Background: an optimization exercise with open tools, aiming at small area. Do not read the settings as production practice.
Only simulation tests tie the RTL to the original design; equivalence was not proved.
Power is estimated from default activity; no workload was simulated.

==> flow/design.v, too long to show whole: its modules and the start of the top module <==
// module cplx_mac: 1297 lines
// module acc_res: 82 lines
// module dft_bin_acc: 76 lines
module dft_bin_acc
#(
    parameter int N      = 256,
    parameter int PH_LAT = 6,
    parameter int ACC_W  = dft_pkg::ACC_W_DEF
) (
    input  logic                     CK,
    input  logic                     RST,
    input  logic                     START,
    input  logic signed [dft_pkg::PH_W-1:0]   cos0,
    input  logic signed [dft_pkg::PH_W-1:0]   sin0,
    input  logic signed [dft_pkg::PH_W-1:0]   cos1,
    input  logic signed [dft_pkg::PH_W-1:0]   sin1,
    output logic [dft_pkg::ADDR_W-1:0]        smp_addr,
    input  logic signed [dft_pkg::SMP_W-1:0]  smp_data,
    output logic signed [ACC_W-1:0]  re0,
    output logic signed [ACC_W-1:0]  im0,
    output logic signed [ACC_W-1:0]  re1,
    output logic signed [ACC_W-1:0]  im1,
    output logic                     busy,
    output logic                     done
);
  // ...
==> flow/flow/run.sh <==
#!/bin/bash
# Standard layout, with an area-oriented synthesis: the standard flow's synthesis script
# with Yosys synth's generic "abc -fast" skipped (so the hand-built adder
# cells survive to extract_fa) and the final ABC mapping done with
# flow/abc_area.script instead of ORFS's delay-oriented script. Ports get
# the smallest buffer cell.
set -euo pipefail
W=$(pwd)
{
  echo 'proc synth {args} { if {[lsearch $args fine:] >= 0} { yosys synth -nofsm -noshare -noabc {*}$args } else { yosys synth -nofsm -noshare {*}$args } }'
  echo "proc abc {args} { set i [lsearch \$args -script]; if {\$i >= 0} { lset args [expr {\$i + 1}] $W/flow/abc_area.script }; yosys abc {*}\$args }"
  tail -n +2 synth_recipe.tcl
} > my_synth.tcl
sed "s#SYNTH_SCRIPT=[^ ]*#SYNTH_SCRIPT=$W/my_synth.tcl#" standard.sh > my_standard.sh
export BUFFER_PORTS_ARGS="-buffer_cell sky130_fd_sc_hd__buf_1"
export SYNTH_INSBUF=0
bash my_standard.sh > flow.log 2>&1
==> flow/flow/abc_area.script <==
&get -n
&st
&dch
&nf -a
&put
topo
==> flow/standard.sh <==
#!/bin/bash
# synth_recipe.tcl (not shown) runs the flow's synth.tcl, then flattens the netlist and writes it again
# the make line also repeats each setting of config.mk as NAME=value (left out here)
make -C /OpenROAD-flow-scripts/flow DESIGN_CONFIG=/design/flow/config.mk WORK_HOME=/design/flow/orfs CLKGATE_MAP_FILE= SYNTH_SCRIPT=/design/flow/synth_recipe.tcl "${@:-finish}"
==> flow/config.mk <==
export PLATFORM = sky130hd
export DESIGN_NAME = dft_bin_acc
export DESIGN_NICKNAME = dft_bin_acc
export VERILOG_FILES = /design/flow/design.v
export SDC_FILE = /design/flow/constraint.sdc
export NUM_CORES = 4
export LEC_CHECK = 0
export CAP_MARGIN = 5
export CORE_MARGIN = 2
export CORE_UTILIZATION = 65
export GPL_TIMING_DRIVEN = 0
export SLEW_MARGIN = 5
==> flow/constraint.sdc <==
create_clock -name core_clock -period 11.0 [get_ports {CK}]
set_input_delay 2.2000 -clock core_clock [delete_from_list [all_inputs] [get_ports {CK}]]
set_output_delay 2.2000 -clock core_clock [all_outputs]
set_load 0.01 [all_outputs]
==> impl_metrics.json, run 1 <==
{
  "status": "timing/DRC/antenna clean",
  "hold_violations": 0,
  "ios": 296,
  "synthMuxAreaShare": 0,
  "p_switching_mw": 6.71,
  "p_leak_nw": 15.8,
  "setup_violations": 0,
  "synth.distinct_cells": 25,
  "postCtsHoldBufs": 0,
  "drc": 0,
  "avgViaCountPerCell": 6.66,
  "powerDensity_nw_per_um2": 343,
  "post-route-min-period_ps": 10750,
  "maxCapViolCount": 0,
  "max_slew.worst_pin.slew_ps": 1240,
  "worstPathArrival_ps": 11170,
  "required_ps": 11410,
  "gr-usage-met2": 0.619,
  "synth.most_common_cell": "fa_1",
  "clk_share": 0.0143,
  "cts_max_level": 4,
  "finalNetCount": 4637,
  "grt_max_degree": 89,
  "hold_slack_ps": 500,
  "top_layer_used": "met5",
  "cp_top_family": "adder cells",
  "grt_pass1_wl_um": 172000,
  "yosysSeqAreaShare": 0.136,
  "rsz0062_at_grt": "false",
  "coreArea_um2": 54800,
  "hpwl_um": 75400,
  "drt-initial-drc-count": 2789,
  "clock.fmax_mhz": 93.0,
  "slew_headroom": 0.171,
  "nNonClkInverters": 224,
  "dr.pass1.iters": 8,
  "nonClkBufAreaFrac": 0.0519,
  "cts.clk_slew.worst_paths_ps": 80,
  "cts.sink_count": 196
}
==> module acc_res, before the edit <==
module acc_res (
    input  logic [43:0] r,
    input  logic [2:0] pc,
    output logic [47:0] y
);
    logic [44:15] k;
    assign k[15] = 1'b0;
    assign y[0] = r[0];
    assign y[1] = r[1];
    assign y[2] = r[2];
    assign y[3] = r[3];
    assign y[4] = r[4];
    assign y[5] = r[5];
    assign y[6] = r[6];
    assign y[7] = r[7];
    assign y[8] = r[8];
    assign y[9] = r[9];
    assign y[10] = r[10];
    assign y[11] = r[11];
    assign y[12] = r[12];
    assign y[13] = r[13];
    assign y[14] = r[14];
    assign y[15] = r[15] ^ pc[0];
    assign k[16] = r[15] & pc[0];
    assign y[16] = r[16] ^ k[16] ^ pc[1];
    assign k[17] = (r[16] & k[16]) | (r[16] & pc[1]) | (k[16] & pc[1]);
    assign y[17] = r[17] ^ k[17];
    assign k[18] = r[17] & k[17];
    assign y[18] = r[18] ^ k[18];
    assign k[19] = r[18] & k[18];
    assign y[19] = r[19] ^ k[19];
    assign k[20] = r[19] & k[19];
    assign y[20] = r[20] ^ k[20];
    assign k[21] = r[20] & k[20];
    assign y[21] = r[21] ^ k[21];
    assign k[22] = r[21] & k[21];
    assign y[22] = r[22] ^ k[22];
    assign k[23] = r[22] & k[22];
    assign y[23] = r[23] ^ k[23];
    assign k[24] = r[23] & k[23];
    assign y[24] = r[24] ^ k[24];
    assign k[25] = r[24] & k[24];
    assign y[25] = r[25] ^ k[25];
    assign k[26] = r[25] & k[25];
    assign y[26] = r[26] ^ k[26];
    assign k[27] = r[26] & k[26];
    assign y[27] = r[27] ^ k[27] ^ pc[2];
    assign k[28] = (r[27] & k[27]) | (r[27] & pc[2]) | (k[27] & pc[2]);
    assign y[28] = r[28] ^ k[28];
    assign k[29] = r[28] & k[28];
    assign y[29] = r[29] ^ k[29];
    assign k[30] = r[29] & k[29];
    assign y[30] = r[30] ^ k[30];
    assign k[31] = r[30] & k[30];
    assign y[31] = r[31] ^ k[31];
    assign k[32] = r[31] & k[31];
    assign y[32] = r[32] ^ k[32];
    assign k[33] = r[32] & k[32];
    assign y[33] = r[33] ^ k[33];
    assign k[34] = r[33] & k[33];
    assign y[34] = r[34] ^ k[34];
    assign k[35] = r[34] & k[34];
    assign y[35] = r[35] ^ k[35];
    assign k[36] = r[35] & k[35];
    assign y[36] = r[36] ^ k[36];
    assign k[37] = r[36] & k[36];
    assign y[37] = r[37] ^ k[37];
    assign k[38] = r[37] & k[37];
    assign y[38] = r[38] ^ k[38];
    assign k[39] = r[38] & k[38];
    assign y[39] = r[39] ^ k[39];
    assign k[40] = r[39] & k[39];
    assign y[40] = r[40] ^ k[40];
    assign k[41] = r[40] & k[40];
    assign y[41] = r[41] ^ k[41];
    assign k[42] = r[41] & k[41];
    assign y[42] = r[42] ^ k[42];
    assign k[43] = r[42] & k[42];
    assign y[43] = r[43] ^ k[43];
    assign k[44] = r[43] & k[43];
    assign y[47:44] = {4{y[43]}};
endmodule
==> inputs of run 2 (changes only) <==
--- a/flow/design.v
+++ b/flow/design.v
@@ -6,6 +6,7 @@
     localparam int AW        = 44;      
     localparam int NC        = 3;       
     localparam int RADIX     = 4;       
+    localparam logic [AW-1:0] FB_INIT = 44'haaaac000000;
 endpackage
 module cplx_mac
 #(
@@ -13,6 +14,7 @@
 ) (
     input  logic [17:0] x,
     input  logic [17:0] c,
+    input  logic en,           
     input  logic [43:0] fb,
     input  logic [2:0] pc_in,
     output logic [43:0] acc_nxt,
@@ -531,82 +533,48 @@
     logic fc170;
     logic fs171;
     logic fc171;
-    logic fs172;
-    logic fc172;
-    logic fs173;
-    logic fc173;
-    logic fs174;
-    logic fc174;
-    logic fs175;
-    logic fc175;
-    logic fs176;
-    logic fc176;
-    logic fs177;
-    logic fc177;
-    logic fs178;
-    logic fc178;
-    logic fs179;
-    logic fc179;
-    logic fs180;
-    logic fc180;
-    logic fs181;
-    logic fc181;
-    logic fs182;
-    logic fc182;
-    logic fs183;
-    logic fc183;
-    logic fs184;
-    logic fc184;
-    logic fs185;
-    logic fc185;
-    logic fs186;
-    logic fc186;
-    logic fs187;
-    logic fc187;
-    logic fs188;
-    logic fc188;
     logic hs1;
     logic hc1;
     logic hs2;
     logic hc2;
     logic hs3;
     logic hc3;
-    logic fs189;
-    logic fc189;
     logic hs4;
     logic hc4;
-    logic fs190;
-    logic fc190;
+    logic fs172;
+    logic fc172;
     logic hs5;
     logic hc5;
-    logic fs191;
-    logic fc191;
+    logic fs173;
+    logic fc173;
     logic hs6;
     logic hc6;
-    logic fs192;
-    logic fc192;
+    logic fs174;
+    logic fc174;
     logic hs7;
     logic hc7;
-    logic fs193;
-    logic fc193;
+    logic fs175;
+    logic fc175;
     logic hs8;
     logic hc8;
-    logic fs194;
-    logic fc194;
+    logic fs176;
+    logic fc176;
     logic hs9;
     logic hc9;
-    logic fs195;
-    logic fc195;
+    logic fs177;
+    logic fc177;
     logic hs10;
     logic hc10;
-    logic fs196;
-    logic fc196;
+    logic fs178;
+    logic fc178;
     logic hs11;
     logic hc11;
-    logic fs197;
-    logic fc197;
+    logic fs179;
+    logic fc179;
     logic hs12;
     logic hc12;
+    logic fs180;
+    logic fc180;
     logic hs13;
     logic hc13;
     logic hs14;
@@ -623,10 +591,11 @@
     logic hc19;
     logic hs20;
     logic hc20;
-    logic [8:0] one, two, neg;
+    logic [8:0] one, two, neg, negt;
     assign one[0] = c[0] ^ 1'b0;
     assign two[0] = (c[1] & ~c[0] & ~1'b0) | (~c[1] & c[0] & 1'b0);
-    assign neg[0] = c[1] ^ NEG;
+    assign neg[0] = (c[1] ^ NEG) & en;
+    assign negt[0] = ~(c[1] ^ NEG) & en;
     assign pp0_0 = ((one[0] & x[0])) ^ neg[0];
     assign pp0_1 = ((one[0] & x[1]) | (two[0] & x[0])) ^ neg[0];
     assign pp0_2 = ((one[0] & x[2]) | (two[0] & x[1])) ^ neg[0];
@@ -645,10 +614,11 @@
     assign pp0_15 = ((one[0] & x[15]) | (two[0] & x[14])) ^ neg[0];
     assign pp0_16 = ((one[0] & x[16]) | (two[0] & x[15])) ^ neg[0];
     assign pp0_17 = ((one[0] & x[17]) | (two[0] & x[16])) ^ neg[0];
-    assign pp0_18 = ~(((one[0] & x[17]) | (two[0] & x[17])) ^ neg[0]);
+    assign pp0_18 = ((one[0] & x[17]) | (two[0] & x[17])) ^ negt[0];
     assign one[1] = c[2] ^ c[1];
     assign two[1] = (c[3] & ~c[2] & ~c[1]) | (~c[3] & c[2] & c[1]);
-    assign neg[1] = c[3] ^ NEG;
+    assign neg[1] = (c[3] ^ NEG) & en;
+    assign negt[1] = ~(c[3] ^ NEG) & en;
     assign pp1_0 = ((one[1] & x[0])) ^ neg[1];
     assign pp1_1 = ((one[1] & x[1]) | (two[1] & x[0])) ^ neg[1];
     assign pp1_2 = ((one[1] & x[2]) | (two[1] & x[1])) ^ neg[1];
@@ -667,10 +637,11 @@
     assign pp1_15 = ((one[1] & x[15]) | (two[1] & x[14])) ^ neg[1];
     assign pp1_16 = ((one[1] & x[16]) | (two[1] & x[15])) ^ neg[1];
     assign pp1_17 = ((one[1] & x[17]) | (two[1] & x[16])) ^ neg[1];
-    assign pp1_18 = ~(((one[1] & x[17]) | (two[1] & x[17])) ^ neg[1]);
+    assign pp1_18 = ((one[1] & x[17]) | (two[1] & x[17])) ^ negt[1];
     assign one[2] = c[4] ^ c[3];
     assign two[2] = (c[5] & ~c[4] & ~c[3]) | (~c[5] & c[4] & c[3]);
-    assign neg[2] = c[5] ^ NEG;
+    assign neg[2] = (c[5] ^ NEG) & en;
+    assign negt[2] = ~(c[5] ^ NEG) & en;
     assign pp2_0 = ((one[2] & x[0])) ^ neg[2];
     assign pp2_1 = ((one[2] & x[1]) | (two[2] & x[0])) ^ neg[2];
     assign pp2_2 = ((one[2] & x[2]) | (two[2] & x[1])) ^ neg[2];
@@ -689,10 +660,11 @@
     assign pp2_15 = ((one[2] & x[15]) | (two[2] & x[14])) ^ neg[2];
     assign pp2_16 = ((one[2] & x[16]) | (two[2] & x[15])) ^ neg[2];
     assign pp2_17 = ((one[2] & x[17]) | (two[2] & x[16])) ^ neg[2];
-    assign pp2_18 = ~(((one[2] & x[17]) | (two[2] & x[17])) ^ neg[2]);
+    assign pp2_18 = ((one[2] & x[17]) | (two[2] & x[17])) ^ negt[2];
     assign one[3] = c[6] ^ c[5];
     assign two[3] = (c[7] & ~c[6] & ~c[5]) | (~c[7] & c[6] & c[5]);
-    assign neg[3] = c[7] ^ NEG;
+    assign neg[3] = (c[7] ^ NEG) & en;
+    assign negt[3] = ~(c[7] ^ NEG) & en;
     assign pp3_0 = ((one[3] & x[0])) ^ neg[3];
     assign pp3_1 = ((one[3] & x[1]) | (two[3] & x[0])) ^ neg[3];
     assign pp3_2 = ((one[3] & x[2]) | (two[3] & x[1])) ^ neg[3];
@@ -711,10 +683,11 @@
     assign pp3_15 = ((one[3] & x[15]) | (two[3] & x[14])) ^ neg[3];
     assign pp3_16 = ((one[3] & x[16]) | (two[3] & x[15])) ^ neg[3];
     assign pp3_17 = ((one[3] & x[17]) | (two[3] & x[16])) ^ neg[3];
-    assign pp3_18 = ~(((one[3] & x[17]) | (two[3] & x[17])) ^ neg[3]);
+    assign pp3_18 = ((one[3] & x[17]) | (two[3] & x[17])) ^ negt[3];
     assign one[4] = c[8] ^ c[7];
     assign two[4] = (c[9] & ~c[8] & ~c[7]) | (~c[9] & c[8] & c[7]);
-    assign neg[4] = c[9] ^ NEG;
+    assign neg[4] = (c[9] ^ NEG) & en;
+    assign negt[4] = ~(c[9] ^ NEG) & en;
     assign pp4_0 = ((one[4] & x[0])) ^ neg[4];
     assign pp4_1 = ((one[4] & x[1]) | (two[4] & x[0])) ^ neg[4];
     assign pp4_2 = ((one[4] & x[2]) | (two[4] & x[1])) ^ neg[4];
@@ -733,10 +706,11 @@
     assign pp4_15 = ((one[4] & x[15]) | (two[4] & x[14])) ^ neg[4];
     assign pp4_16 = ((one[4] & x[16]) | (two[4] & x[15])) ^ neg[4];
     assign pp4_17 = ((one[4] & x[17]) | (two[4] & x[16])) ^ neg[4];
-    assign pp4_18 = ~(((one[4] & x[17]) | (two[4] & x[17])) ^ neg[4]);
+    assign pp4_18 = ((one[4] & x[17]) | (two[4] & x[17])) ^ negt[4];
     assign one[5] = c[10] ^ c[9];
     assign two[5] = (c[11] & ~c[10] & ~c[9]) | (~c[11] & c[10] & c[9]);
-    assign neg[5] = c[11] ^ NEG;
+    assign neg[5] = (c[11] ^ NEG) & en;
+    assign negt[5] = ~(c[11] ^ NEG) & en;
     assign pp5_0 = ((one[5] & x[0])) ^ neg[5];
     assign pp5_1 = ((one[5] & x[1]) | (two[5] & x[0])) ^ neg[5];
     assign pp5_2 = ((one[5] & x[2]) | (two[5] & x[1])) ^ neg[5];
@@ -755,10 +729,11 @@
     assign pp5_15 = ((one[5] & x[15]) | (two[5] & x[14])) ^ neg[5];
     assign pp5_16 = ((one[5] & x[16]) | (two[5] & x[15])) ^ neg[5];
     assign pp5_17 = ((one[5] & x[17]) | (two[5] & x[16])) ^ neg[5];
-    assign pp5_18 = ~(((one[5] & x[17]) | (two[5] & x[17])) ^ neg[5]);
+    assign pp5_18 = ((one[5] & x[17]) | (two[5] & x[17])) ^ negt[5];
     assign one[6] = c[12] ^ c[11];
     assign two[6] = (c[13] & ~c[12] & ~c[11]) | (~c[13] & c[12] & c[11]);
-    assign neg[6] = c[13] ^ NEG;
+    assign neg[6] = (c[13] ^ NEG) & en;
+    assign negt[6] = ~(c[13] ^ NEG) & en;
     assign pp6_0 = ((one[6] & x[0])) ^ neg[6];
     assign pp6_1 = ((one[6] & x[1]) | (two[6] & x[0])) ^ neg[6];
     assign pp6_2 = ((one[6] & x[2]) | (two[6] & x[1])) ^ neg[6];
@@ -777,10 +752,11 @@
     assign pp6_15 = ((one[6] & x[15]) | (two[6] & x[14])) ^ neg[6];
     assign pp6_16 = ((one[6] & x[16]) | (two[6] & x[15])) ^ neg[6];
     assign pp6_17 = ((one[6] & x[17]) | (two[6] & x[16])) ^ neg[6];
-    assign pp6_18 = ~(((one[6] & x[17]) | (two[6] & x[17])) ^ neg[6]);
+    assign pp6_18 = ((one[6] & x[17]) | (two[6] & x[17])) ^ negt[6];
     assign one[7] = c[14] ^ c[13];
     assign two[7] = (c[15] & ~c[14] & ~c[13]) | (~c[15] & c[14] & c[13]);
-    assign neg[7] = c[15] ^ NEG;
+    assign neg[7] = (c[15] ^ NEG) & en;
+    assign negt[7] = ~(c[15] ^ NEG) & en;
     assign pp7_0 = ((one[7] & x[0])) ^ neg[7];
     assign pp7_1 = ((one[7] & x[1]) | (two[7] & x[0])) ^ neg[7];
     assign pp7_2 = ((one[7] & x[2]) | (two[7] & x[1])) ^ neg[7];
@@ -799,10 +775,11 @@
     assign pp7_15 = ((one[7] & x[15]) | (two[7] & x[14])) ^ neg[7];
     assign pp7_16 = ((one[7] & x[16]) | (two[7] & x[15])) ^ neg[7];
     assign pp7_17 = ((one[7] & x[17]) | (two[7] & x[16])) ^ neg[7];
-    assign pp7_18 = ~(((one[7] & x[17]) | (two[7] & x[17])) ^ neg[7]);
+    assign pp7_18 = ((one[7] & x[17]) | (two[7] & x[17])) ^ negt[7];
     assign one[8] = c[16] ^ c[15];
     assign two[8] = (c[17] & ~c[16] & ~c[15]) | (~c[17] & c[16] & c[15]);
-    assign neg[8] = c[17] ^ NEG;
+    assign neg[8] = (c[17] ^ NEG) & en;
+    assign negt[8] = ~(c[17] ^ NEG) & en;
     assign pp8_0 = ((one[8] & x[0])) ^ neg[8];
     assign pp8_1 = ((one[8] & x[1]) | (two[8] & x[0])) ^ neg[8];
     assign pp8_2 = ((one[8] & x[2]) | (two[8] & x[1])) ^ neg[8];
@@ -821,7 +798,7 @@
     assign pp8_15 = ((one[8] & x[15]) | (two[8] & x[14])) ^ neg[8];
     assign pp8_16 = ((one[8] & x[16]) | (two[8] & x[15])) ^ neg[8];
     assign pp8_17 = ((one[8] & x[17]) | (two[8] & x[16])) ^ neg[8];
-    assign pp8_18 = ~(((one[8] & x[17]) | (two[8] & x[17])) ^ neg[8]);
+    assign pp8_18 = ((one[8] & x[17]) | (two[8] & x[17])) ^ negt[8];
     assign fs1 = fb[0] ^ neg[0] ^ pp0_0;
     assign fc1 = (fb[0] & neg[0]) | (fb[0] & pp0_0) | (neg[0] & pp0_0);
     assign fs2 = fb[1] ^ pp0_1 ^ fc1;
@@ -1002,260 +979,226 @@
     assign fc89 = (fc79 & fs87) | (fc79 & fs88) | (fs87 & fs88);
     assign fs90 = fc80 ^ fs89 ^ fc81;
     assign fc90 = (fc80 & fs89) | (fc80 & fc81) | (fs89 & fc81);
-    assign fs91 = ~(fb[18] ^ pp0_18);
-    assign fc91 = fb[18] | pp0_18;
-    assign fs92 = pp1_16 ^ pp2_14 ^ pp3_12;
-    assign fc92 = (pp1_16 & pp2_14) | (pp1_16 & pp3_12) | (pp2_14 & pp3_12);
-    assign fs93 = pp4_10 ^ pp5_8 ^ pp6_6;
-    assign fc93 = (pp4_10 & pp5_8) | (pp4_10 & pp6_6) | (pp5_8 & pp6_6);
-    assign fs94 = pp7_4 ^ pp8_2 ^ fs91;
-    assign fc94 = (pp7_4 & pp8_2) | (pp7_4 & fs91) | (pp8_2 & fs91);
-    assign fs95 = fc82 ^ fc83 ^ fc84;
-    assign fc95 = (fc82 & fc83) | (fc82 & fc84) | (fc83 & fc84);
-    assign fs96 = fs92 ^ fs93 ^ fs94;
-    assign fc96 = (fs92 & fs93) | (fs92 & fs94) | (fs93 & fs94);
-    assign fs97 = fc85 ^ fs95 ^ fc86;
-    assign fc97 = (fc85 & fs95) | (fc85 & fc86) | (fs95 & fc86);
-    assign fs98 = fs96 ^ fc87 ^ fc88;
-    assign fc98 = (fs96 & fc87) | (fs96 & fc88) | (fc87 & fc88);
-    assign fs99 = fs97 ^ fc89 ^ fs98;
-    assign fc99 = (fs97 & fc89) | (fs97 & fs98) | (fc89 & fs98);
-    assign fs100 = ~(fb[19] ^ pp1_17);
-    assign fc100 = fb[19] | pp1_17;
-    assign fs101 = pp2_15 ^ pp3_13 ^ pp4_11;
-    assign fc101 = (pp2_15 & pp3_13) | (pp2_15 & pp4_11) | (pp3_13 & pp4_11);
-    assign fs102 = pp5_9 ^ pp6_7 ^ pp7_5;
-    assign fc102 = (pp5_9 & pp6_7) | (pp5_9 & pp7_5) | (pp6_7 & pp7_5);
-    assign fs103 = pp8_3 ^ fc91 ^ fs100;
-    assign fc103 = (pp8_3 & fc91) | (pp8_3 & fs100) | (fc91 & fs100);
-    assign fs104 = fc92 ^ fc93 ^ fs101;
-    assign fc104 = (fc92 & fc93) | (fc92 & fs101) | (fc93 & fs101);
-    assign fs105 = fs102 ^ fc94 ^ fs103;
-    assign fc105 = (fs102 & fc94) | (fs102 & fs103) | (fc94 & fs103);
-    assign fs106 = fc95 ^ fs104 ^ fc96;
-    assign fc106 = (fc95 & fs104) | (fc95 & fc96) | (fs104 & fc96);
-    assign fs107 = fs105 ^ fc97 ^ fs106;
-    assign fc107 = (fs105 & fc97) | (fs105 & fs106) | (fc97 & fs106);
-    assign fs108 = fc98 ^ fs107 ^ fc99;
-    assign fc108 = (fc98 & fs107) | (fc98 & fc99) | (fs107 & fc99);
-    assign fs109 = fb[20] ^ pp1_18 ^ pp2_16;
-    assign fc109 = (fb[20] & pp1_18) | (fb[20] & pp2_16) | (pp1_18 & pp2_16);
-    assign fs110 = pp3_14 ^ pp4_12 ^ pp5_10;
-    assign fc110 = (pp3_14 & pp4_12) | (pp3_14 & pp5_10) | (pp4_12 & pp5_10);
-    assign fs111 = pp6_8 ^ pp7_6 ^ pp8_4;
-    assign fc111 = (pp6_8 & pp7_6) | (pp6_8 & pp8_4) | (pp7_6 & pp8_4);
-    assign fs112 = fc100 ^ fc101 ^ fc102;
-    assign fc112 = (fc100 & fc101) | (fc100 & fc102) | (fc101 & fc102);
-    assign fs113 = fs109 ^ fs110 ^ fs111;
-    assign fc113 = (fs109 & fs110) | (fs109 & fs111) | (fs110 & fs111);
-    assign fs114 = fc103 ^ fs112 ^ fc104;
-    assign fc114 = (fc103 & fs112) | (fc103 & fc104) | (fs112 & fc104);
-    assign fs115 = fs113 ^ fc105 ^ fs114;
-    assign fc115 = (fs113 & fc105) | (fs113 & fs114) | (fc105 & fs114);
-    assign fs116 = fc106 ^ fs115 ^ fc107;
-    assign fc116 = (fc106 & fs115) | (fc106 & fc107) | (fs115 & fc107);
-    assign fs117 = ~(fb[21] ^ pp2_17);
-    assign fc117 = fb[21] | pp2_17;
-    assign fs118 = pp3_15 ^ pp4_13 ^ pp5_11;
-    assign fc118 = (pp3_15 & pp4_13) | (pp3_15 & pp5_11) | (pp4_13 & pp5_11);
-    assign fs119 = pp6_9 ^ pp7_7 ^ pp8_5;
-    assign fc119 = (pp6_9 & pp7_7) | (pp6_9 & pp8_5) | (pp7_7 & pp8_5);
-    assign fs120 = fs117 ^ fc109 ^ fc110;
-    assign fc120 = (fs117 & fc109) | (fs117 & fc110) | (fc109 & fc110);
-    assign fs121 = fc111 ^ fs118 ^ fs119;
-    assign fc121 = (fc111 & fs118) | (fc111 & fs119) | (fs118 & fs119);
-    assign fs122 = fc112 ^ fs120 ^ fc113;
-    assign fc122 = (fc112 & fs120) | (fc112 & fc113) | (fs120 & fc113);
-    assign fs123 = fs121 ^ fc114 ^ fs122;
-    assign fc123 = (fs121 & fc114) | (fs121 & fs122) | (fc114 & fs122);
-    assign fs124 = fc115 ^ fs123 ^ fc116;
-    assign fc124 = (fc115 & fs123) | (fc115 & fc116) | (fs123 & fc116);
-    assign fs125 = fb[22] ^ pp2_18 ^ pp3_16;
-    assign fc125 = (fb[22] & pp2_18) | (fb[22] & pp3_16) | (pp2_18 & pp3_16);
-    assign fs126 = pp4_14 ^ pp5_12 ^ pp6_10;
-    assign fc126 = (pp4_14 & pp5_12) | (pp4_14 & pp6_10) | (pp5_12 & pp6_10);
-    assign fs127 = pp7_8 ^ pp8_6 ^ fc117;
-    assign fc127 = (pp7_8 & pp8_6) | (pp7_8 & fc117) | (pp8_6 & fc117);
-    assign fs128 = fc118 ^ fc119 ^ fs125;
-    assign fc128 = (fc118 & fc119) | (fc118 & fs125) | (fc119 & fs125);
-    assign fs129 = fs126 ^ fs127 ^ fc120;
-    assign fc129 = (fs126 & fs127) | (fs126 & fc120) | (fs127 & fc120);
-    assign fs130 = fc121 ^ fs128 ^ fc122;
-    assign fc130 = (fc121 & fs128) | (fc121 & fc122) | (fs128 & fc122);
-    assign fs131 = fs129 ^ fc123 ^ fs130;
-    assign fc131 = (fs129 & fc123) | (fs129 & fs130) | (fc123 & fs130);
-    assign fs132 = ~(fb[23] ^ pp3_17);
-    assign fc132 = fb[23] | pp3_17;
-    assign fs133 = pp4_15 ^ pp5_13 ^ pp6_11;
-    assign fc133 = (pp4_15 & pp5_13) | (pp4_15 & pp6_11) | (pp5_13 & pp6_11);
-    assign fs134 = pp7_9 ^ pp8_7 ^ fs132;
-    assign fc134 = (pp7_9 & pp8_7) | (pp7_9 & fs132) | (pp8_7 & fs132);
-    assign fs135 = fc125 ^ fc126 ^ fs133;
-    assign fc135 = (fc125 & fc126) | (fc125 & fs133) | (fc126 & fs133);
-    assign fs136 = fc127 ^ fs134 ^ fc128;
-    assign fc136 = (fc127 & fs134) | (fc127 & fc128) | (fs134 & fc128);
-    assign fs137 = fs135 ^ fc129 ^ fs136;
-    assign fc137 = (fs135 & fc129) | (fs135 & fs136) | (fc129 & fs136);
-    assign fs138 = fc130 ^ fs137 ^ fc131;
-    assign fc138 = (fc130 & fs137) | (fc130 & fc131) | (fs137 & fc131);
-    assign fs139 = fb[24] ^ pp3_18 ^ pp4_16;
-    assign fc139 = (fb[24] & pp3_18) | (fb[24] & pp4_16) | (pp3_18 & pp4_16);
-    assign fs140 = pp5_14 ^ pp6_12 ^ pp7_10;
-    assign fc140 = (pp5_14 & pp6_12) | (pp5_14 & pp7_10) | (pp6_12 & pp7_10);
-    assign fs141 = pp8_8 ^ fc132 ^ fc133;
-    assign fc141 = (pp8_8 & fc132) | (pp8_8 & fc133) | (fc132 & fc133);
-    assign fs142 = fs139 ^ fs140 ^ fc134;
-    assign fc142 = (fs139 & fs140) | (fs139 & fc134) | (fs140 & fc134);
-    assign fs143 = fs141 ^ fc135 ^ fs142;
-    assign fc143 = (fs141 & fc135) | (fs141 & fs142) | (fc135 & fs142);
-    assign fs144 = fc136 ^ fs143 ^ fc137;
-    assign fc144 = (fc136 & fs143) | (fc136 & fc137) | (fs143 & fc137);
-    assign fs145 = ~(fb[25] ^ pp4_17);
-    assign fc145 = fb[25] | pp4_17;
-    assign fs146 = pp5_15 ^ pp6_13 ^ pp7_11;
-    assign fc146 = (pp5_15 & pp6_13) | (pp5_15 & pp7_11) | (pp6_13 & pp7_11);
-    assign fs147 = pp8_9 ^ fs145 ^ fc139;
-    assign fc147 = (pp8_9 & fs145) | (pp8_9 & fc139) | (fs145 & fc139);
-    assign fs148 = fc140 ^ fs146 ^ fc141;
-    assign fc148 = (fc140 & fs146) | (fc140 & fc141) | (fs146 & fc141);
-    assign fs149 = fs147 ^ fc142 ^ fs148;
-    assign fc149 = (fs147 & fc142) | (fs147 & fs148) | (fc142 & fs148);
-    assign fs150 = fc143 ^ fs149 ^ fc144;
-    assign fc150 = (fc143 & fs149) | (fc143 & fc144) | (fs149 & fc144);
-    assign fs151 = fb[26] ^ pp4_18 ^ pp5_16;
-    assign fc151 = (fb[26] & pp4_18) | (fb[26] & pp5_16) | (pp4_18 & pp5_16);
-    assign fs152 = pp6_14 ^ pp7_12 ^ pp8_10;
-    assign fc152 = (pp6_14 & pp7_12) | (pp6_14 & pp8_10) | (pp7_12 & pp8_10);
-    assign fs153 = fc145 ^ fc146 ^ fs151;
-    assign fc153 = (fc145 & fc146) | (fc145 & fs151) | (fc146 & fs151);
-    assign fs154 = fs152 ^ fc147 ^ fs153;
-    assign fc154 = (fs152 & fc147) | (fs152 & fs153) | (fc147 & fs153);
-    assign fs155 = fc148 ^ fs154 ^ fc149;
-    assign fc155 = (fc148 & fs154) | (fc148 & fc149) | (fs154 & fc149);
-    assign fs156 = ~(fb[27] ^ pc_in[2]);
-    assign fc156 = fb[27] | pc_in[2];
-    assign fs157 = fs156 ^ pp5_17 ^ pp6_15;
-    assign fc157 = (fs156 & pp5_17) | (fs156 & pp6_15) | (pp5_17 & pp6_15);
-    assign fs158 = pp7_13 ^ pp8_11 ^ fc151;
-    assign fc158 = (pp7_13 & pp8_11) | (pp7_13 & fc151) | (pp8_11 & fc151);
-    assign fs159 = fc152 ^ fs157 ^ fs158;
-    assign fc159 = (fc152 & fs157) | (fc152 & fs158) | (fs157 & fs158);
-    assign fs160 = fc153 ^ fs159 ^ fc154;
-    assign fc160 = (fc153 & fs159) | (fc153 & fc154) | (fs159 & fc154);
-    assign fs161 = fb[28] ^ fc156 ^ pp5_18;
-    assign fc161 = (fb[28] & fc156) | (fb[28] & pp5_18) | (fc156 & pp5_18);
-    assign fs162 = pp6_16 ^ pp7_14 ^ pp8_12;
-    assign fc162 = (pp6_16 & pp7_14) | (pp6_16 & pp8_12) | (pp7_14 & pp8_12);
-    assign fs163 = fc157 ^ fs161 ^ fs162;
-    assign fc163 = (fc157 & fs161) | (fc157 & fs162) | (fs161 & fs162);
-    assign fs164 = fc158 ^ fs163 ^ fc159;
-    assign fc164 = (fc158 & fs163) | (fc158 & fc159) | (fs163 & fc159);
-    assign fs165 = ~(fb[29] ^ pp6_17);
-    assign fc165 = fb[29] | pp6_17;
-    assign fs166 = pp7_15 ^ pp8_13 ^ fs165;
-    assign fc166 = (pp7_15 & pp8_13) | (pp7_15 & fs165) | (pp8_13 & fs165);
-    assign fs167 = fc161 ^ fc162 ^ fs166;
-    assign fc167 = (fc161 & fc162) | (fc161 & fs166) | (fc162 & fs166);
-    assign fs168 = fc163 ^ fs167 ^ fc164;
-    assign fc168 = (fc163 & fs167) | (fc163 & fc164) | (fs167 & fc164);
-    assign fs169 = fb[30] ^ pp6_18 ^ pp7_16;
-    assign fc169 = (fb[30] & pp6_18) | (fb[30] & pp7_16) | (pp6_18 & pp7_16);
-    assign fs170 = pp8_14 ^ fc165 ^ fs169;
-    assign fc170 = (pp8_14 & fc165) | (pp8_14 & fs169) | (fc165 & fs169);
-    assign fs171 = fc166 ^ fs170 ^ fc167;
-    assign fc171 = (fc166 & fs170) | (fc166 & fc167) | (fs170 & fc167);
-    assign fs172 = ~(fb[31] ^ pp7_17);
-    assign fc172 = fb[31] | pp7_17;
-    assign fs173 = pp8_15 ^ fs172 ^ fc169;
-    assign fc173 = (pp8_15 & fs172) | (pp8_15 & fc169) | (fs172 & fc169);
-    assign fs174 = fs173 ^ fc170 ^ fc171;
-    assign fc174 = (fs173 & fc170) | (fs173 & fc171) | (fc170 & fc171);
-    assign fs175 = fb[32] ^ pp7_18 ^ pp8_16;
-    assign fc175 = (fb[32] & pp7_18) | (fb[32] & pp8_16) | (pp7_18 & pp8_16);
-    assign fs176 = fc172 ^ fs175 ^ fc173;
-    assign fc176 = (fc172 & fs175) | (fc172 & fc173) | (fs175 & fc173);
-    assign fs177 = ~(fb[33] ^ pp8_17);
-    assign fc177 = fb[33] | pp8_17;
-    assign fs178 = fs177 ^ fc175 ^ fc176;
-    assign fc178 = (fs177 & fc175) | (fs177 & fc176) | (fc175 & fc176);
-    assign fs179 = fb[34] ^ pp8_18 ^ fc177;
-    assign fc179 = (fb[34] & pp8_18) | (fb[34] & fc177) | (pp8_18 & fc177);
-    assign fs180 = ~(fb[35] ^ fc179);
-    assign fc180 = fb[35] | fc179;
-    assign fs181 = ~(fb[36] ^ fc180);
-    assign fc181 = fb[36] | fc180;
-    assign fs182 = ~(fb[37] ^ fc181);
-    assign fc182 = fb[37] | fc181;
-    assign fs183 = ~(fb[38] ^ fc182);
-    assign fc183 = fb[38] | fc182;
-    assign fs184 = ~(fb[39] ^ fc183);
-    assign fc184 = fb[39] | fc183;
-    assign fs185 = ~(fb[40] ^ fc184);
-    assign fc185 = fb[40] | fc184;
-    assign fs186 = ~(fb[41] ^ fc185);
-    assign fc186 = fb[41] | fc185;
-    assign fs187 = ~(fb[42] ^ fc186);
-    assign fc187 = fb[42] | fc186;
-    assign fs188 = ~(fb[43] ^ fc187);
-    assign fc188 = fb[43] | fc187;
+    assign fs91 = fb[18] ^ pp0_18 ^ pp1_16;
+    assign fc91 = (fb[18] & pp0_18) | (fb[18] & pp1_16) | (pp0_18 & pp1_16);
+    assign fs92 = pp2_14 ^ pp3_12 ^ pp4_10;
+    assign fc92 = (pp2_14 & pp3_12) | (pp2_14 & pp4_10) | (pp3_12 & pp4_10);
+    assign fs93 = pp5_8 ^ pp6_6 ^ pp7_4;
+    assign fc93 = (pp5_8 & pp6_6) | (pp5_8 & pp7_4) | (pp6_6 & pp7_4);
+    assign fs94 = pp8_2 ^ fc82 ^ fc83;
+    assign fc94 = (pp8_2 & fc82) | (pp8_2 & fc83) | (fc82 & fc83);
+    assign fs95 = fc84 ^ fs91 ^ fs92;
+    assign fc95 = (fc84 & fs91) | (fc84 & fs92) | (fs91 & fs92);
+    assign fs96 = fs93 ^ fc85 ^ fs94;
+    assign fc96 = (fs93 & fc85) | (fs93 & fs94) | (fc85 & fs94);
+    assign fs97 = fc86 ^ fs95 ^ fc87;
+    assign fc97 = (fc86 & fs95) | (fc86 & fc87) | (fs95 & fc87);
+    assign fs98 = fs96 ^ fc88 ^ fs97;
+    assign fc98 = (fs96 & fc88) | (fs96 & fs97) | (fc88 & fs97);
+    assign fs99 = fc89 ^ fs98 ^ fc90;
+    assign fc99 = (fc89 & fs98) | (fc89 & fc90) | (fs98 & fc90);
+    assign fs100 = fb[19] ^ pp1_17 ^ pp2_15;
+    assign fc100 = (fb[19] & pp1_17) | (fb[19] & pp2_15) | (pp1_17 & pp2_15);
+    assign fs101 = pp3_13 ^ pp4_11 ^ pp5_9;
+    assign fc101 = (pp3_13 & pp4_11) | (pp3_13 & pp5_9) | (pp4_11 & pp5_9);
+    assign fs102 = pp6_7 ^ pp7_5 ^ pp8_3;
+    assign fc102 = (pp6_7 & pp7_5) | (pp6_7 & pp8_3) | (pp7_5 & pp8_3);
+    assign fs103 = fc91 ^ fc92 ^ fc93;
+    assign fc103 = (fc91 & fc92) | (fc91 & fc93) | (fc92 & fc93);
+    assign fs104 = fs100 ^ fs101 ^ fs102;
+    assign fc104 = (fs100 & fs101) | (fs100 & fs102) | (fs101 & fs102);
+    assign fs105 = fc94 ^ fs103 ^ fc95;
+    assign fc105 = (fc94 & fs103) | (fc94 & fc95) | (fs103 & fc95);
+    assign fs106 = fs104 ^ fc96 ^ fs105;
+    assign fc106 = (fs104 & fc96) | (fs104 & fs105) | (fc96 & fs105);
+    assign fs107 = fc97 ^ fs106 ^ fc98;
+    assign fc107 = (fc97 & fs106) | (fc97 & fc98) | (fs106 & fc98);
+    assign fs108 = fb[20] ^ pp1_18 ^ pp2_16;
+    assign fc108 = (fb[20] & pp1_18) | (fb[20] & pp2_16) | (pp1_18 & pp2_16);
+    assign fs109 = pp3_14 ^ pp4_12 ^ pp5_10;
+    assign fc109 = (pp3_14 & pp4_12) | (pp3_14 & pp5_10) | (pp4_12 & pp5_10);
+    assign fs110 = pp6_8 ^ pp7_6 ^ pp8_4;
+    assign fc110 = (pp6_8 & pp7_6) | (pp6_8 & pp8_4) | (pp7_6 & pp8_4);
+    assign fs111 = fc100 ^ fc101 ^ fc102;
+    assign fc111 = (fc100 & fc101) | (fc100 & fc102) | (fc101 & fc102);
+    assign fs112 = fs108 ^ fs109 ^ fs110;
+    assign fc112 = (fs108 & fs109) | (fs108 & fs110) | (fs109 & fs110);
+    assign fs113 = fc103 ^ fs111 ^ fc104;
+    assign fc113 = (fc103 & fs111) | (fc103 & fc104) | (fs111 & fc104);
+    assign fs114 = fs112 ^ fc105 ^ fs113;
+    assign fc114 = (fs112 & fc105) | (fs112 & fs113) | (fc105 & fs113);
+    assign fs115 = fc106 ^ fs114 ^ fc107;
+    assign fc115 = (fc106 & fs114) | (fc106 & fc107) | (fs114 & fc107);
+    assign fs116 = fb[21] ^ pp2_17 ^ pp3_15;
+    assign fc116 = (fb[21] & pp2_17) | (fb[21] & pp3_15) | (pp2_17 & pp3_15);
+    assign fs117 = pp4_13 ^ pp5_11 ^ pp6_9;
+    assign fc117 = (pp4_13 & pp5_11) | (pp4_13 & pp6_9) | (pp5_11 & pp6_9);
+    assign fs118 = pp7_7 ^ pp8_5 ^ fc108;
+    assign fc118 = (pp7_7 & pp8_5) | (pp7_7 & fc108) | (pp8_5 & fc108);
+    assign fs119 = fc109 ^ fc110 ^ fs116;
+    assign fc119 = (fc109 & fc110) | (fc109 & fs116) | (fc110 & fs116);
+    assign fs120 = fs117 ^ fc111 ^ fs118;
+    assign fc120 = (fs117 & fc111) | (fs117 & fs118) | (fc111 & fs118);
+    assign fs121 = fc112 ^ fs119 ^ fc113;
+    assign fc121 = (fc112 & fs119) | (fc112 & fc113) | (fs119 & fc113);
+    assign fs122 = fs120 ^ fc114 ^ fs121;
+    assign fc122 = (fs120 & fc114) | (fs120 & fs121) | (fc114 & fs121);
+    assign fs123 = fb[22] ^ pp2_18 ^ pp3_16;
+    assign fc123 = (fb[22] & pp2_18) | (fb[22] & pp3_16) | (pp2_18 & pp3_16);
+    assign fs124 = pp4_14 ^ pp5_12 ^ pp6_10;
+    assign fc124 = (pp4_14 & pp5_12) | (pp4_14 & pp6_10) | (pp5_12 & pp6_10);
+    assign fs125 = pp7_8 ^ pp8_6 ^ fc116;
+    assign fc125 = (pp7_8 & pp8_6) | (pp7_8 & fc116) | (pp8_6 & fc116);
+    assign fs126 = fc117 ^ fs123 ^ fs124;
+    assign fc126 = (fc117 & fs123) | (fc117 & fs124) | (fs123 & fs124);
+    assign fs127 = fc118 ^ fs125 ^ fc119;
+    assign fc127 = (fc118 & fs125) | (fc118 & fc119) | (fs125 & fc119);
+    assign fs128 = fs126 ^ fc120 ^ fs127;
+    assign fc128 = (fs126 & fc120) | (fs126 & fs127) | (fc120 & fs127);
+    assign fs129 = fc121 ^ fs128 ^ fc122;
+    assign fc129 = (fc121 & fs128) | (fc121 & fc122) | (fs128 & fc122);
+    assign fs130 = fb[23] ^ pp3_17 ^ pp4_15;
+    assign fc130 = (fb[23] & pp3_17) | (fb[23] & pp4_15) | (pp3_17 & pp4_15);
+    assign fs131 = pp5_13 ^ pp6_11 ^ pp7_9;
+    assign fc131 = (pp5_13 & pp6_11) | (pp5_13 & pp7_9) | (pp6_11 & pp7_9);
+    assign fs132 = pp8_7 ^ fc123 ^ fc124;
+    assign fc132 = (pp8_7 & fc123) | (pp8_7 & fc124) | (fc123 & fc124);
+    assign fs133 = fs130 ^ fs131 ^ fc125;
+    assign fc133 = (fs130 & fs131) | (fs130 & fc125) | (fs131 & fc125);
+    assign fs134 = fs132 ^ fc126 ^ fc127;
+    assign fc134 = (fs132 & fc126) | (fs132 & fc127) | (fc126 & fc127);
+    assign fs135 = fs133 ^ fc128 ^ fs134;
+    assign fc135 = (fs133 & fc128) | (fs133 & fs134) | (fc128 & fs134);
+    assign fs136 = fb[24] ^ pp3_18 ^ pp4_16;
+    assign fc136 = (fb[24] & pp3_18) | (fb[24] & pp4_16) | (pp3_18 & pp4_16);
+    assign fs137 = pp5_14 ^ pp6_12 ^ pp7_10;
+    assign fc137 = (pp5_14 & pp6_12) | (pp5_14 & pp7_10) | (pp6_12 & pp7_10);
+    assign fs138 = pp8_8 ^ fc130 ^ fc131;
+    assign fc138 = (pp8_8 & fc130) | (pp8_8 & fc131) | (fc130 & fc131);
+    assign fs139 = fs136 ^ fs137 ^ fc132;
+    assign fc139 = (fs136 & fs137) | (fs136 & fc132) | (fs137 & fc132);
+    assign fs140 = fs138 ^ fc133 ^ fs139;
+    assign fc140 = (fs138 & fc133) | (fs138 & fs139) | (fc133 & fs139);
+    assign fs141 = fc134 ^ fs140 ^ fc135;
+    assign fc141 = (fc134 & fs140) | (fc134 & fc135) | (fs140 & fc135);
+    assign fs142 = fb[25] ^ pp4_17 ^ pp5_15;
+    assign fc142 = (fb[25] & pp4_17) | (fb[25] & pp5_15) | (pp4_17 & pp5_15);
+    assign fs143 = pp6_13 ^ pp7_11 ^ pp8_9;
+    assign fc143 = (pp6_13 & pp7_11) | (pp6_13 & pp8_9) | (pp7_11 & pp8_9);
+    assign fs144 = fc136 ^ fc137 ^ fs142;
+    assign fc144 = (fc136 & fc137) | (fc136 & fs142) | (fc137 & fs142);
+    assign fs145 = fs143 ^ fc138 ^ fs144;
+    assign fc145 = (fs143 & fc138) | (fs143 & fs144) | (fc138 & fs144);
+    assign fs146 = fc139 ^ fs145 ^ fc140;
+    assign fc146 = (fc139 & fs145) | (fc139 & fc140) | (fs145 & fc140);
+    assign fs147 = fb[26] ^ pp4_18 ^ pp5_16;
+    assign fc147 = (fb[26] & pp4_18) | (fb[26] & pp5_16) | (pp4_18 & pp5_16);
+    assign fs148 = pp6_14 ^ pp7_12 ^ pp8_10;
+    assign fc148 = (pp6_14 & pp7_12) | (pp6_14 & pp8_10) | (pp7_12 & pp8_10);
+    assign fs149 = fc142 ^ fc143 ^ fs147;
+    assign fc149 = (fc142 & fc143) | (fc142 & fs147) | (fc143 & fs147);
+    assign fs150 = fs148 ^ fc144 ^ fs149;
+    assign fc150 = (fs148 & fc144) | (fs148 & fs149) | (fc144 & fs149);
+    assign fs151 = fc145 ^ fs150 ^ fc146;
+    assign fc151 = (fc145 & fs150) | (fc145 & fc146) | (fs150 & fc146);
+    assign fs152 = fb[27] ^ pp5_17 ^ pp6_15;
+    assign fc152 = (fb[27] & pp5_17) | (fb[27] & pp6_15) | (pp5_17 & pp6_15);
+    assign fs153 = pp7_13 ^ pp8_11 ^ fc147;
+    assign fc153 = (pp7_13 & pp8_11) | (pp7_13 & fc147) | (pp8_11 & fc147);
+    assign fs154 = fc148 ^ fs152 ^ fs153;
+    assign fc154 = (fc148 & fs152) | (fc148 & fs153) | (fs152 & fs153);
+    assign fs155 = fc149 ^ fs154 ^ fc150;
+    assign fc155 = (fc149 & fs154) | (fc149 & fc150) | (fs154 & fc150);
+    assign fs156 = fb[28] ^ pc_in[2] ^ pp5_18;
+    assign fc156 = (fb[28] & pc_in[2]) | (fb[28] & pp5_18) | (pc_in[2] & pp5_18);
+    assign fs157 = pp6_16 ^ pp7_14 ^ pp8_12;
+    assign fc157 = (pp6_16 & pp7_14) | (pp6_16 & pp8_12) | (pp7_14 & pp8_12);
+    assign fs158 = fc152 ^ fs156 ^ fs157;
+    assign fc158 = (fc152 & fs156) | (fc152 & fs157) | (fs156 & fs157);
+    assign fs159 = fc153 ^ fs158 ^ fc154;
+    assign fc159 = (fc153 & fs158) | (fc153 & fc154) | (fs158 & fc154);
+    assign fs160 = fb[29] ^ pp6_17 ^ pp7_15;
+    assign fc160 = (fb[29] & pp6_17) | (fb[29] & pp7_15) | (pp6_17 & pp7_15);
+    assign fs161 = pp8_13 ^ fc156 ^ fc157;
+    assign fc161 = (pp8_13 & fc156) | (pp8_13 & fc157) | (fc156 & fc157);
+    assign fs162 = fs160 ^ fs161 ^ fc158;
+    assign fc162 = (fs160 & fs161) | (fs160 & fc158) | (fs161 & fc158);
+    assign fs163 = fb[30] ^ pp6_18 ^ pp7_16;
+    assign fc163 = (fb[30] & pp6_18) | (fb[30] & pp7_16) | (pp6_18 & pp7_16);
+    assign fs164 = pp8_14 ^ fc160 ^ fs163;
+    assign fc164 = (pp8_14 & fc160) | (pp8_14 & fs163) | (fc160 & fs163);
+    assign fs165 = fc161 ^ fs164 ^ fc162;
+    assign fc165 = (fc161 & fs164) | (fc161 & fc162) | (fs164 & fc162);
+    assign fs166 = fb[31] ^ pp7_17 ^ pp8_15;
+    assign fc166 = (fb[31] & pp7_17) | (fb[31] & pp8_15) | (pp7_17 & pp8_15);
+    assign fs167 = fc163 ^ fs166 ^ fc164;
+    assign fc167 = (fc163 & fs166) | (fc163 & fc164) | (fs166 & fc164);
+    assign fs168 = fb[32] ^ pp7_18 ^ pp8_16;
+    assign fc168 = (fb[32] & pp7_18) | (fb[32] & pp8_16) | (pp7_18 & pp8_16);
+    assign fs169 = fc166 ^ fs168 ^ fc167;
+    assign fc169 = (fc166 & fs168) | (fc166 & fc167) | (fs168 & fc167);
+    assign fs170 = fb[33] ^ pp8_17 ^ fc168;
+    assign fc170 = (fb[33] & pp8_17) | (fb[33] & fc168) | (pp8_17 & fc168);
+    assign fs171 = fb[34] ^ pp8_18 ^ fc170;
+    assign fc171 = (fb[34] & pp8_18) | (fb[34] & fc170) | (pp8_18 & fc170);
     assign hs1 = fs72 ^ fc64;
     assign hc1 = fs72 & fc64;
     assign hs2 = fc72 ^ fs81;
     assign hc2 = fc72 & fs81;
     assign hs3 = hc2 ^ fs90;
     assign hc3 = hc2 & fs90;
-    assign fs189 = fs99 ^ fc90 ^ hc3;
-    assign fc189 = (fs99 & fc90) | (fs99 & hc3) | (fc90 & hc3);
-    assign hs4 = fs108 ^ fc189;
-    assign hc4 = fs108 & fc189;
-    assign fs190 = fs116 ^ fc108 ^ hc4;
-    assign fc190 = (fs116 & fc108) | (fs116 & hc4) | (fc108 & hc4);
-    assign hs5 = fs124 ^ fc190;
-    assign hc5 = fs124 & fc190;
-    assign fs191 = fs131 ^ fc124 ^ hc5;
-    assign fc191 = (fs131 & fc124) | (fs131 & hc5) | (fc124 & hc5);
-    assign hs6 = fs138 ^ fc191;
-    assign hc6 = fs138 & fc191;
-    assign fs192 = fs144 ^ fc138 ^ hc6;
-    assign fc192 = (fs144 & fc138) | (fs144 & hc6) | (fc138 & hc6);
-    assign hs7 = fs150 ^ fc192;
-    assign hc7 = fs150 & fc192;
-    assign fs193 = fs155 ^ fc150 ^ hc7;
-    assign fc193 = (fs155 & fc150) | (fs155 & hc7) | (fc150 & hc7);
-    assign hs8 = fs160 ^ fc155;
-    assign hc8 = fs160 & fc155;
-    assign fs194 = fs164 ^ fc160 ^ hc8;
-    assign fc194 = (fs164 & fc160) | (fs164 & hc8) | (fc160 & hc8);
-    assign hs9 = fs168 ^ fc194;
-    assign hc9 = fs168 & fc194;
-    assign fs195 = fs171 ^ fc168 ^ hc9;
-    assign fc195 = (fs171 & fc168) | (fs171 & hc9) | (fc168 & hc9);
-    assign hs10 = fs174 ^ fc195;
-    assign hc10 = fs174 & fc195;
-    assign fs196 = fs176 ^ fc174 ^ hc10;
-    assign fc196 = (fs176 & fc174) | (fs176 & hc10) | (fc174 & hc10);
-    assign hs11 = fs178 ^ fc196;
-    assign hc11 = fs178 & fc196;
-    assign fs197 = fs179 ^ fc178 ^ hc11;
-    assign fc197 = (fs179 & fc178) | (fs179 & hc11) | (fc178 & hc11);
-    assign hs12 = fs180 ^ fc197;
-    assign hc12 = fs180 & fc197;
-    assign hs13 = fs181 ^ hc12;
-    assign hc13 = fs181 & hc12;
-    assign hs14 = fs182 ^ hc13;
-    assign hc14 = fs182 & hc13;
-    assign hs15 = fs183 ^ hc14;
-    assign hc15 = fs183 & hc14;
-    assign hs16 = fs184 ^ hc15;
-    assign hc16 = fs184 & hc15;
-    assign hs17 = fs185 ^ hc16;
-    assign hc17 = fs185 & hc16;
-    assign hs18 = fs186 ^ hc17;
-    assign hc18 = fs186 & hc17;
-    assign hs19 = fs187 ^ hc18;
-    assign hc19 = fs187 & hc18;
-    assign hs20 = fs188 ^ hc19;
-    assign hc20 = fs188 & hc19;
+    assign hs4 = hc3 ^ fs99;
+    assign hc4 = hc3 & fs99;
+    assign fs172 = fs107 ^ fc99 ^ hc4;
+    assign fc172 = (fs107 & fc99) | (fs107 & hc4) | (fc99 & hc4);
+    assign hs5 = fs115 ^ fc172;
+    assign hc5 = fs115 & fc172;
+    assign fs173 = fs122 ^ fc115 ^ hc5;
+    assign fc173 = (fs122 & fc115) | (fs122 & hc5) | (fc115 & hc5);
+    assign hs6 = fs129 ^ fc173;
+    assign hc6 = fs129 & fc173;
+    assign fs174 = fs135 ^ fc129 ^ hc6;
+    assign fc174 = (fs135 & fc129) | (fs135 & hc6) | (fc129 & hc6);
+    assign hs7 = fs141 ^ fc174;
+    assign hc7 = fs141 & fc174;
+    assign fs175 = fs146 ^ fc141 ^ hc7;
+    assign fc175 = (fs146 & fc141) | (fs146 & hc7) | (fc141 & hc7);
+    assign hs8 = fs151 ^ fc175;
+    assign hc8 = fs151 & fc175;
+    assign fs176 = fs155 ^ fc151 ^ hc8;
+    assign fc176 = (fs155 & fc151) | (fs155 & hc8) | (fc151 & hc8);
+    assign hs9 = fs159 ^ fc155;
+    assign hc9 = fs159 & fc155;
+    assign fs177 = fs162 ^ fc159 ^ hc9;
+    assign fc177 = (fs162 & fc159) | (fs162 & hc9) | (fc159 & hc9);
+    assign hs10 = fs165 ^ fc177;
+    assign hc10 = fs165 & fc177;
+    assign fs178 = fs167 ^ fc165 ^ hc10;
+    assign fc178 = (fs167 & fc165) | (fs167 & hc10) | (fc165 & hc10);
+    assign hs11 = fs169 ^ fc178;
+    assign hc11 = fs169 & fc178;
+    assign fs179 = fs170 ^ fc169 ^ hc11;
+    assign fc179 = (fs170 & fc169) | (fs170 & hc11) | (fc169 & hc11);
+    assign hs12 = fs171 ^ fc179;
+    assign hc12 = fs171 & fc179;
+    assign fs180 = fb[35] ^ fc171 ^ hc12;
+    assign fc180 = (fb[35] & fc171) | (fb[35] & hc12) | (fc171 & hc12);
+    assign hs13 = fb[36] ^ fc180;
+    assign hc13 = fb[36] & fc180;
+    assign hs14 = fb[37] ^ hc13;
+    assign hc14 = fb[37] & hc13;
+    assign hs15 = fb[38] ^ hc14;
+    assign hc15 = fb[38] & hc14;
+    assign hs16 = fb[39] ^ hc15;
+    assign hc16 = fb[39] & hc15;
+    assign hs17 = fb[40] ^ hc16;
+    assign hc17 = fb[40] & hc16;
+    assign hs18 = fb[41] ^ hc17;
+    assign hc18 = fb[41] & hc17;
+    assign hs19 = fb[42] ^ hc18;
+    assign hc19 = fb[42] & hc18;
+    assign hs20 = fb[43] ^ hc19;
+    assign hc20 = fb[43] & hc19;
     assign acc_nxt[0] = fs1;
     assign acc_nxt[1] = fs2;
     assign acc_nxt[2] = fs4;
@@ -1274,24 +1217,24 @@
     assign acc_nxt[15] = hs1;
     assign acc_nxt[16] = hs2;
     assign acc_nxt[17] = hs3;
-    assign acc_nxt[18] = fs189;
-    assign acc_nxt[19] = hs4;
-    assign acc_nxt[20] = fs190;
-    assign acc_nxt[21] = hs5;
-    assign acc_nxt[22] = fs191;
-    assign acc_nxt[23] = hs6;
-    assign acc_nxt[24] = fs192;
-    assign acc_nxt[25] = hs7;
-    assign acc_nxt[26] = fs193;
-    assign acc_nxt[27] = hs8;
-    assign acc_nxt[28] = fs194;
-    assign acc_nxt[29] = hs9;
-    assign acc_nxt[30] = fs195;
-    assign acc_nxt[31] = hs10;
-    assign acc_nxt[32] = fs196;
-    assign acc_nxt[33] = hs11;
-    assign acc_nxt[34] = fs197;
-    assign acc_nxt[35] = hs12;
+    assign acc_nxt[18] = hs4;
+    assign acc_nxt[19] = fs172;
+    assign acc_nxt[20] = hs5;
+    assign acc_nxt[21] = fs173;
+    assign acc_nxt[22] = hs6;
+    assign acc_nxt[23] = fs174;
+    assign acc_nxt[24] = hs7;
+    assign acc_nxt[25] = fs175;
+    assign acc_nxt[26] = hs8;
+    assign acc_nxt[27] = fs176;
+    assign acc_nxt[28] = hs9;
+    assign acc_nxt[29] = fs177;
+    assign acc_nxt[30] = hs10;
+    assign acc_nxt[31] = fs178;
+    assign acc_nxt[32] = hs11;
+    assign acc_nxt[33] = fs179;
+    assign acc_nxt[34] = hs12;
+    assign acc_nxt[35] = fs180;
     assign acc_nxt[36] = hs13;
     assign acc_nxt[37] = hs14;
     assign acc_nxt[38] = hs15;
@@ -1302,7 +1245,7 @@
     assign acc_nxt[43] = hs20;
     assign pc_out[0] = 1'b0;
     assign pc_out[1] = hc1;
-    assign pc_out[2] = fc193;
+    assign pc_out[2] = fc176;
 endmodule
 module acc_res (
     input  logic [43:0] r,
@@ -1350,10 +1293,10 @@
     assign k[26] = r[25] & k[25];
     assign y[26] = r[26] ^ k[26];
     assign k[27] = r[26] & k[26];
-    assign y[27] = r[27] ^ k[27] ^ pc[2];
-    assign k[28] = (r[27] & k[27]) | (r[27] & pc[2]) | (k[27] & pc[2]);
-    assign y[28] = r[28] ^ k[28];
-    assign k[29] = r[28] & k[28];
+    assign y[27] = r[27] ^ k[27];
+    assign k[28] = r[27] & k[27];
+    assign y[28] = r[28] ^ k[28] ^ pc[2];
+    assign k[29] = (r[28] & k[28]) | (r[28] & pc[2]) | (k[28] & pc[2]);
     assign y[29] = r[29] ^ k[29];
     assign k[30] = r[29] & k[29];
     assign y[30] = r[30] ^ k[30];
@@ -1440,14 +1383,14 @@
     logic [AW-1:0] n_re0, n_im0, n_re1, n_im1;
     logic [NC-1:0] p_re0, p_im0, p_re1, p_im1;
     logic [NC-1:0] q_re0, q_im0, q_re1, q_im1;
-    logic [AW-1:0] fbm;
+    logic [AW-1:0] fbm;       
     logic [NC-1:0] pcm;
     assign fbm = {AW{~first}};
     assign pcm = {NC{~first}};
-    cplx_mac #(.NEG(1'b0)) u_re0 (.x(xg), .c(cos0), .fb(a_re0 & fbm), .pc_in(p_re0 & pcm), .acc_nxt(n_re0), .pc_out(q_re0));
-    cplx_mac #(.NEG(1'b1)) u_im0 (.x(xg), .c(sin0), .fb(a_im0 & fbm), .pc_in(p_im0 & pcm), .acc_nxt(n_im0), .pc_out(q_im0));
-    cplx_mac #(.NEG(1'b0)) u_re1 (.x(xg), .c(cos1), .fb(a_re1 & fbm), .pc_in(p_re1 & pcm), .acc_nxt(n_re1), .pc_out(q_re1));
-    cplx_mac #(.NEG(1'b1)) u_im1 (.x(xg), .c(sin1), .fb(a_im1 & fbm), .pc_in(p_im1 & pcm), .acc_nxt(n_im1), .pc_out(q_im1));
+    cplx_mac #(.NEG(1'b0)) u_re0 (.x(xg), .c(cos0), .en(en), .fb((a_re0 & fbm) | (dft_pkg::FB_INIT & ~fbm)), .pc_in(p_re0 & pcm), .acc_nxt(n_re0), .pc_out(q_re0));
+    cplx_mac #(.NEG(1'b1)) u_im0 (.x(xg), .c(sin0), .en(en), .fb((a_im0 & fbm) | (dft_pkg::FB_INIT & ~fbm)), .pc_in(p_im0 & pcm), .acc_nxt(n_im0), .pc_out(q_im0));
+    cplx_mac #(.NEG(1'b0)) u_re1 (.x(xg), .c(cos1), .en(en), .fb((a_re1 & fbm) | (dft_pkg::FB_INIT & ~fbm)), .pc_in(p_re1 & pcm), .acc_nxt(n_re1), .pc_out(q_re1));
+    cplx_mac #(.NEG(1'b1)) u_im1 (.x(xg), .c(sin1), .en(en), .fb((a_im1 & fbm) | (dft_pkg::FB_INIT & ~fbm)), .pc_in(p_im1 & pcm), .acc_nxt(n_im1), .pc_out(q_im1));
     always_ff @(posedge CK or posedge RST) begin
         if (RST) begin
             a_re0 <= '0; a_im0 <= '0; a_re1 <= '0; a_im1 <= '0;
--- a/flow/flow/run.sh
+++ b/flow/flow/run.sh
@@ -3,7 +3,8 @@
 # with Yosys synth's generic "abc -fast" skipped (so the hand-built adder
 # cells survive to extract_fa) and the final ABC mapping done with
 # flow/abc_area.script instead of ORFS's delay-oriented script. Ports get
-# the smallest buffer cell.
+# the smallest buffer cell; no buffers for pass-through wires from synthesis
+# (the port buffers replace them); a clock tree of small buffers.
 set -euo pipefail
 W=$(pwd)
 {
@@ -14,4 +15,6 @@
 sed "s#SYNTH_SCRIPT=[^ ]*#SYNTH_SCRIPT=$W/my_synth.tcl#" standard.sh > my_standard.sh
 export BUFFER_PORTS_ARGS="-buffer_cell sky130_fd_sc_hd__buf_1"
 export SYNTH_INSBUF=0
+# Clock tree from small clock buffers, without dummy balancing loads.
+export CTS_ARGS="-buf_list sky130_fd_sc_hd__clkbuf_8 -dont_use_dummy_load"
 bash my_standard.sh > flow.log 2>&1
--- a/flow/config.mk
+++ b/flow/config.mk
@@ -7,6 +7,7 @@
 export LEC_CHECK = 0
 export CAP_MARGIN = 5
 export CORE_MARGIN = 2
-export CORE_UTILIZATION = 65
+export CORE_UTILIZATION = 75
 export GPL_TIMING_DRIVEN = 0
+export PLACE_DENSITY = 0.85
 export SLEW_MARGIN = 5
==> run 2 against run 1 <==
Fmax rose by 0.90%. Cell count fell by 8.9%. Utilization rose by 11 points. Total power fell by 63%. Critical endpoint is now a_re0[15]. Critical path depth fell by 7.
==> impl_metrics.json, run 2 <==
{
  "status": "timing/DRC/antenna clean",
  "worstPathArrival_ps": 11160,
  "post-route-min-period_ps": 10660,
  "grtUsageTotal": 0.469,
  "placed_area_um2": 37600,
  "cts.sink_count": 196,
  "die_area_um2": 47900,
  "dp.cells": 3888,
  "r2r_setup_slack_ps": 1170,
  "clk_latency_ps": 620,
  "synth.distinct_cells": 25,
  "globalplace.congestion": 0.937,
  "vias": 28700,
  "die_x_um": 219,
  "hold_violations": 0,
  "slew_violations": 0,
  "setup_violations": 0,
  "worstPathMaxFanout": 19,
  "synth_top_area_share": 0.416,
  "period_share": 0.969,
  "rsz0062_at_grt": "false",
  "antenna_found_initial": 1,
  "synth_commonest_cells": "720 x fa_1, 624 x xnor2_1, 544 x o22ai_1, 190 x ha_1, 187 x dfrtp_1",
  "multi_input_area_um2": 30000,
  "required_ps": 11500,
  "holdCritPathClass": "register to register",
  "dr.pass1.iters": 9,
  "start_util": 0.761,
  "vdd_drop_max_v": 0.0000932,
  "cts_resized": 0,
  "syn_nets": 3953,
  "yosysSeqAreaShare": 0.140,
  "num_rows": 78,
  "root_buffer": "clkbuf_8",
  "synthFlopType": "dfrtp_1",
  "cts.clk_slew.worst_paths_ps": 100,
  "final_cell_mix": "720 x fa_1, 592 x xnor2_1, 544 x o22ai_1",
  "cts_tree": "built",
  "coreArea_um2": 45500,
  "finClkSkew_ps": 19.0,
  "hpwl_um": 73800,
  "grt_pass1_wl_um": 170000,
  "avgViaCountPerCell": 7.35,
  "port_buffers": 295,
  "syn_inst": 2950,
  "grt_overflow": 0,
  "synth.avg_cell_area_um2": 11.7,
  "die_h_um": 219,
  "max_slew.worst_pin.slew_ps": 1400,
  "cts_setup_buffers": 0,
  "synth_area_leader_cell": "fa_1",
  "clock.fmax_mhz": 93.8,
  "drive_gt1_frac": 0.0363,
  "syn-cell-area_um2": 34600,
  "cts_buffers": 17,
  "routed_wl_um": 108000,
  "cts_max_level": 4,
  "maxCapViolCount": 0,
  "drc": 0,
  "ios": 296,
  "finalNonFillerCells": 3907,
  "fin_util": 0.831,
  "worstSetupPathType": "input pin to register",
  "powerDensity_nw_per_um2": 132,
  "post_drt_wl_per_cell_um": 27.7,
  "cts_buffer_depth": 2,
  "postCtsHoldBufs": 0,
  "synth-edff-count": 0,
  "cp-start-kind": "input pin",
  "grt_max_degree": 89,
  "route.antenna.remaining_nets": 0,
  "p_leak_nw": 17.0,
  "regArea_um2": 4870,
  "synthTopCellsByArea": "fa_1 42%, xnor2_1 16%, dfrtp_1 14%, o22ai_1 9.8%, ha_1 6.9%",
  "final_cell_area_um2": 37800,
  "finalNetCount": 4310,
  "end_kind": "register",
  "async_reset_ff_frac": 0.954,
  "ys_seq_elements": 196,
  "area_growth_pct": 9.16,
  "slew_headroom": 0.0634,
  "fillers": 2625,
  "layout_commonest_cell": "fa_1",
  "yosysWarnings": 1,
  "drt-initial-drc-count": 3679,
  "grt_pass1_vias": 31500,
  "synth.most_common_cell": "fa_1"
}
==> run 2: cell types whose count changed after synthesis, sizes merged, moves of 20 or more <==
cell / change
xor2: -217
a21oi: -20
nor2b: +95
o211ai: -48
or2: +34
xnor2: +265
a22oi: +68
ha: -68
o21ai: -53
clkinv: -183
nand2b: -102
==> run 2: metal layers <==
metal	vias to the layer above	global-route usage	wire, µm
met3	646	0.174	14800
met2	2593	0.717	50800
met4	0	0.267	6410
met1	14300	0.580	36200
li1	11100	-	-
met5	-	0	0
==> run 2: where the power goes <==
part           total, mW  switching [mW]  internal [mW]
Clock              0.432           0.295          0.137
Sequential          1.25           0.211           1.04
Combinational       3.31            1.92           1.39
Total               4.98            2.43           2.56
==> run 2: worst max-delay path, cell delays in order <==
cell and delay [ps]:
buf_1 170, nand2_1 110, clkinv_1 880, ha_1 690
clkinv_1 80, fa_1 430, fa_1 470, fa_1 440
fa_1 430, fa_1 400, fa_1 450, fa_1 430
fa_1 450, fa_1 450, fa_1 470, fa_1 450
fa_1 480, fa_1 470, fa_1 450, fa_1 440
ha_1 310
==> run 2: cells by family (layout without fill, tap and decap cells) <==
kind of cell	Yosys count	after routing	share of synthesized area
adder cells (fa/ha/maj)	910	910	0.485
XOR/XNOR	739	739	0.187
AO/OA/AOI/OAI	682	682	0.124
AND/OR/NAND/NOR	382	382	0.0590
flip-flops	196	196	0.140
buffers and inverters	41	396	0.00444
other	0	2	0
==> run 2: path summary, 6_finish.rpt <==
kind | startpoint | end | cells past startpoint
max in group asynchronous | RST | a_im1[17] | 4
max reg2reg | en | a_re0[15] | 20
min | cnt[0] | cnt[0] | 1
min in group asynchronous | RST | a_re1[34] | 2
max | cos0[1] | a_re0[15] | 21
min reg2reg | cnt[0] | cnt[0] | 1
==> run 2: stage by stage <==
stage | setup WS [ps] | hold slack [ps] | power [mW] | setup TNS (ps)
final | 344 | 506 | 4.98 | 0
after CTS | 446 | 505 | 4.94 | 0
after global placement | -2750 | 462 | 4.19 | -148570
after floorplan | 410 | 480 | 3.41 | 0
after global routing | 153 | 520 | 5.39 | 0
after detailed placement | -215 | 480 | 4.48 | -902
==> run 2: area by class of cell <==
| type | count | area share |
|---|---|---|
| well taps | 600 | 0.0199 |
| repair buffers | 338 | 0.0469 |
| flip-flops and latches | 196 | 0.129 |
| clock buffers | 17 | 0.00619 |
| diodes | 2 | 0.000132 |
| inverters | 41 | 0.00420 |
| multi-input cells | 2713 | 0.794 |

==> separate check: timing with driven ports <==
Ports are ideal in the flow. The routed layouts listed here were re-timed in OpenROAD.
Step 1 sets driving cells, clkbuf_16 on the clock port and buf_2 on the other inputs (assumed; they add their load-dependent delay and slew).
Step 2 times the ports against the registers' clock, not the clock port: input delays grow and output delays shrink by t, the midpoint of the rising clock arrivals with the driver on.
Slacks: no drivers / after step 1 / after step 2; pairs: no drivers / after step 1.
run | t, ns | setup WS [ns]
run 1 | 0.588 | 0.248 / 0.293 / -0.295
run 2 | 0.669 | 0.344 / 0.382 / -0.287
Met with ideal ports but missed after step 2: setup timing in run 1 and run 2.
